From an optimization exercise on the open Yosys and OpenROAD flow, aimed at small area, a short achievable clock period and few clock cycles; shortcuts taken in it are not production practice.
RTL that was checked went through simulation tests only; none was proved equivalent to the original.
No activity file was given, so power comes from the tool's default toggle rates.

Setup of run a:
// pcap_stream_deframer_core
module pcap_stream_deframer_core
#(
    parameter int unsigned OUT_DEPTH = psdf_pkg::OUT_DEPTH_DEFAULT
)
(
    input  logic             clk,
    input  logic             rst_n,
    input  logic             s_tvalid,
    output logic             s_tready,
    input  logic [7:0]       s_tdata,    
    input  logic             s_tuser,    
    input  logic             s_tlast,    
    output logic             m_tvalid,
    input  logic             m_tready,
    output logic [159:0]     m_tdata,
    output logic [2:0]       m_tuser,    
    output logic             m_tlast,    
    input  logic             cfg_valid,
    output logic             cfg_ready,
    input  logic [psdf_pkg::CAP_W-1:0] cfg_data    
);
Size: ~270 flip-flops, roughly 200 I/O pins, about 12000 µm² of cells after synthesis.
clock: 5.5 ns
lec_check: 0
cap_margin: 20
core_margin: 2
core_utilization: 40
cts_cluster_diameter: 80
cts_cluster_size: 30
setup_slack_margin: 3.2
slew_margin: 20
tns_end_percent: 100
standard.sh (not shown) runs the stock make flow with config.mk's settings and CLKGATE_MAP_FILE= SYNTH_SCRIPT=/design/flow/synth_recipe.tcl, a recipe that flattens the netlist after the stock synthesis.
==> flow/flow/run.sh <==
#!/bin/bash
# The standard layout (standard.sh: the standard flow's synthesis and ORFS flow, with
# config.mk's settings), with one change: the port buffers that ORFS puts
# on every input and output are buf_2 cells instead of the cell buffer_ports
# picks by itself.
set -euo pipefail
export BUFFER_PORTS_ARGS="-buffer_cell sky130_fd_sc_hd__buf_2"
bash standard.sh > standard_flow.log 2>&1
Inputs modified between run a and run b:
Settings: SYNTH_HIERARCHICAL now 1, previously not set.
==> run notes <==
Run b: done, clean on timing, DRC and antenna. Compared with run a, in run b register-to-register slack fell 0.13 ns; leakage power summed over all cells climbed 0.64 nW; overall power of the completed layout increased 2.5%; area growth from synthesis to layout up 0.62 points; global-route track usage on met3 shrank by 0.83 points. Via count: higher on run b.
No functional check of the RTL was part of any run of this note.


run A:
Another version of the RTL of pcap_stream_deframer_core (not shown whole).
Size: roughly 880 cells after synthesis, roughly 270 flip-flops, ~200 I/O pins, roughly 12,000 sq um of cells after synthesis.
==> flow/config.mk <==
export PLATFORM = sky130hd
export DESIGN_NAME = pcap_stream_deframer_core
export DESIGN_NICKNAME = pcap_stream_deframer_core
export VERILOG_FILES = /design/flow/design.v
export SDC_FILE = /design/flow/constraint.sdc
export NUM_CORES = 4
export LEC_CHECK = 0
export CAP_MARGIN = 20
export CORE_MARGIN = 2
export CORE_UTILIZATION = 40
export CTS_CLUSTER_DIAMETER = 80
export CTS_CLUSTER_SIZE = 30
export SETUP_SLACK_MARGIN = 3.35
export SLEW_MARGIN = 20
export TNS_END_PERCENT = 100
==> flow/constraint.sdc <==
create_clock -name core_clock -period 5.5 [get_ports {clk}]
set_input_delay 1.1000 -clock core_clock [delete_from_list [all_inputs] [get_ports {clk}]]
set_output_delay 1.1000 -clock core_clock [all_outputs]
set_load 0.01 [all_outputs]
Scripts as last shown in full above: flow/flow/run.sh
Testbench counts of run A, summed over its fixed seeds: cycles 241,439.
Setup changes, run A to run B
Settings: SETUP_SLACK_MARGIN now 3.2, was 3.35.
-- flow/flow/run.sh --
<<< run A, line 4
# on every input and output are buf_2 cells instead of the cell buffer_ports
>>> run B, line 4
# on every input and output are buf_1 cells instead of the cell buffer_ports
<<< run A, line 7
export BUFFER_PORTS_ARGS="-buffer_cell sky130_fd_sc_hd__buf_2"
>>> run B, line 7
export BUFFER_PORTS_ARGS="-buffer_cell sky130_fd_sc_hd__buf_1"
Results
- Relative to run A, worst hold slack has decreased by 0.0040 ns in run B.
- Diff run B..run A | number of remaining DRC errors | unchanged
- Compared with run A, run B supports a lower clock frequency.
- Wire length sits lower in run B than in run A.
- Run B vs run A — power dropped 30 uW.
--- input diff run B..run C ---
Settings: a deleted CTS_CLUSTER_SIZE that had been 30; a deleted CTS_CLUSTER_DIAMETER that had been 80.
-- flow/flow/run.sh --
<<< run B, line 4
# on every input and output are buf_1 cells instead of the cell buffer_ports
>>> run C, line 4
# on every input and output are buf_2 cells instead of the cell buffer_ports
<<< run B, line 7
export BUFFER_PORTS_ARGS="-buffer_cell sky130_fd_sc_hd__buf_1"
>>> run C, line 7
export BUFFER_PORTS_ARGS="-buffer_cell sky130_fd_sc_hd__buf_2"
Against run B as the reference, run C delivers a higher wire length on met1. Area growth from synthesis to final layout ends up higher on run C. Compared with run B, run C is hungrier on power. Comparing run B and run C, the lower cell area after layout was measured on run B. Run C does better than run B on final worst setup slack. Compared to run B, the router laid down less metal wire for run C. Cell total after placement across run B and run C: no real change. Cmp run B and run C / minimum period implied by the final worst setup slack / lower: run C. Number of buffers created by CTS came out higher on run C than on run B. Endpoint of the worst setup timing path: rem[16] -> run B, s_tready -> run C. Run C against run B; number of gates resized after CTS is down by a little under 10%. Of run B and run C, run B shows the lower clock group share of total power, with run C above it.
--- input diff run C..run D ---
Settings: TNS_END_PERCENT now 10, was 100; SETUP_SLACK_MARGIN now 3.0, was 3.2.
Findings:
Run D reached the end of the flow, and the finished layout is clean on the timing, DRC and antenna checks.
Relative to run C, critical path required time has increased by 1.33 ns in run D.
For run D, the cell with the largest stage delay on the worst path was sky130_fd_sc_hd__nor3_1, unlike run C, where it was sky130_fd_sc_hd__dfstp_2.
Comparing run C and run D, the lower sequential share of layout area was measured on run C.
Cmp run C and run D / transition at the pin with the smallest max-transition slack / lower: run C
From run C to run D, share of synthesized area occupied by flip-flops and latches did not move at all.
Run D against run C: final critical-path required period now larger; combinational cell fraction of total power ~0 delta.
Looking only at arrival time at the worst endpoint, and setting everything else aside, the higher value of run C and run D goes to run D.
The inputs of run E differ from those of run D as listed below.
Settings: changing SETUP_SLACK_MARGIN from 3.0 to 3.2; setting CTS_BUF_LIST to sky130_fd_sc_hd__clkbuf_8 for the first time; changing TNS_END_PERCENT from 10 to 100; setting CTS_CLUSTER_DIAMETER to 60 for the first time; setting CTS_CLUSTER_SIZE to 20 for the first time.
Results
Max global-route usage across run D and run E: run D
When the final numbers for run D and run E were put side by side, the instance count on the critical path turned out to be smaller in run E.
Of the two candidates, run D has the worse maximum frequency and run E the better one.
Run E ends up with a final-layout non-clock buffer area share that is 2.8 points higher than in run D.
Worst-path cell with the longest stage delay: sky130_fd_sc_hd__dfstp_2 -> run E, sky130_fd_sc_hd__nor3_1 -> run D
Compared with run D, run E shows a first-pass iteration count of the detailed router that is 1 higher.
On met1 layer wirelength in the final routing, run D and run E are basically level.
Between run D and run E, area added between synthesis and finish increased.
In the flow results for run D and run E, the biggest cell delay along the critical path is smaller on run D.
| register area | run D vs run E | ≈ equal |
Run E vs run D: total detailed-routing wirelength down slightly
Setup changes, run E to run F
Settings: clearing CTS_BUF_LIST, which used to be sky130_fd_sc_hd__clkbuf_8; swapping 20 for 25 in CTS_CLUSTER_SIZE; swapping 60 for 70 in CTS_CLUSTER_DIAMETER.
### Flow results
- Diff run F..run E | number of cells on the critical path | unchanged
- Run F and run E ended up with nearly the same global-route usage.
- In terms of layout overhead on the synthesized area, run E and run F differ only marginally.
- met3 routing resource usage after global routing for run F is lower than for run E.
- Run F vs. run E: actual slew at the worst max-slew pin now larger, worst setup margin now larger, routed wire length now smaller, combined area of the multi-input logic cells now larger.

## what the ideal ports hide
How much do the figures lean on ideal ports? The routed layouts below were timed once more, with nothing changed but the port constraints.
Step 1 assumes that a clkbuf_16 drives the clock port and a buf_2 every other input.
Step 2 adds t to the input delays and takes it off the output delays; t is the mean of the earliest and latest rising clock arrival at the registers after step 1. Input paths then give back, and output paths get back, about the clock's delay inside the block.
Three values: no drivers, after step 1, after step 2; two values: the first two.
run | t, ns | slack for setup (ns) | latest minus earliest clock arrival (ns) | cell pins on the clock port's net
run a of note 1 | 0.542 | 3.189 / 3.180 / 2.677 | 0.036 / 0.036 | 1
run b of note 1 | 0.546 | 3.058 / 3.058 / 2.868 | 0.023 / 0.024 | 1
run A of note 2 | 0.551 | 3.238 / 3.189 / 2.851 | 0.028 / 0.028 | 1
run B of note 2 | 0.554 | 3.202 / 3.185 / 2.673 | 0.037 / 0.036 | 1
run C of note 2 | 0.584 | 3.234 / 3.183 / 2.710 | 0.014 / 0.014 | 1
run D of note 2 | 0.588 | 3.051 / 3.060 / 2.482 | 0.013 / 0.014 | 1
run E of note 2 | 0.602 | 3.193 / 3.145 / 2.720 | 0.022 / 0.022 | 1
run F of note 2 | 0.552 | 3.239 / 3.189 / 2.728 | 0.012 / 0.012 | 1
After both steps every run listed still meets setup and hold. The setup slack of run D of note 2, which loses most, moves by +0.009 ns with the drivers and by -0.569 ns with both steps.
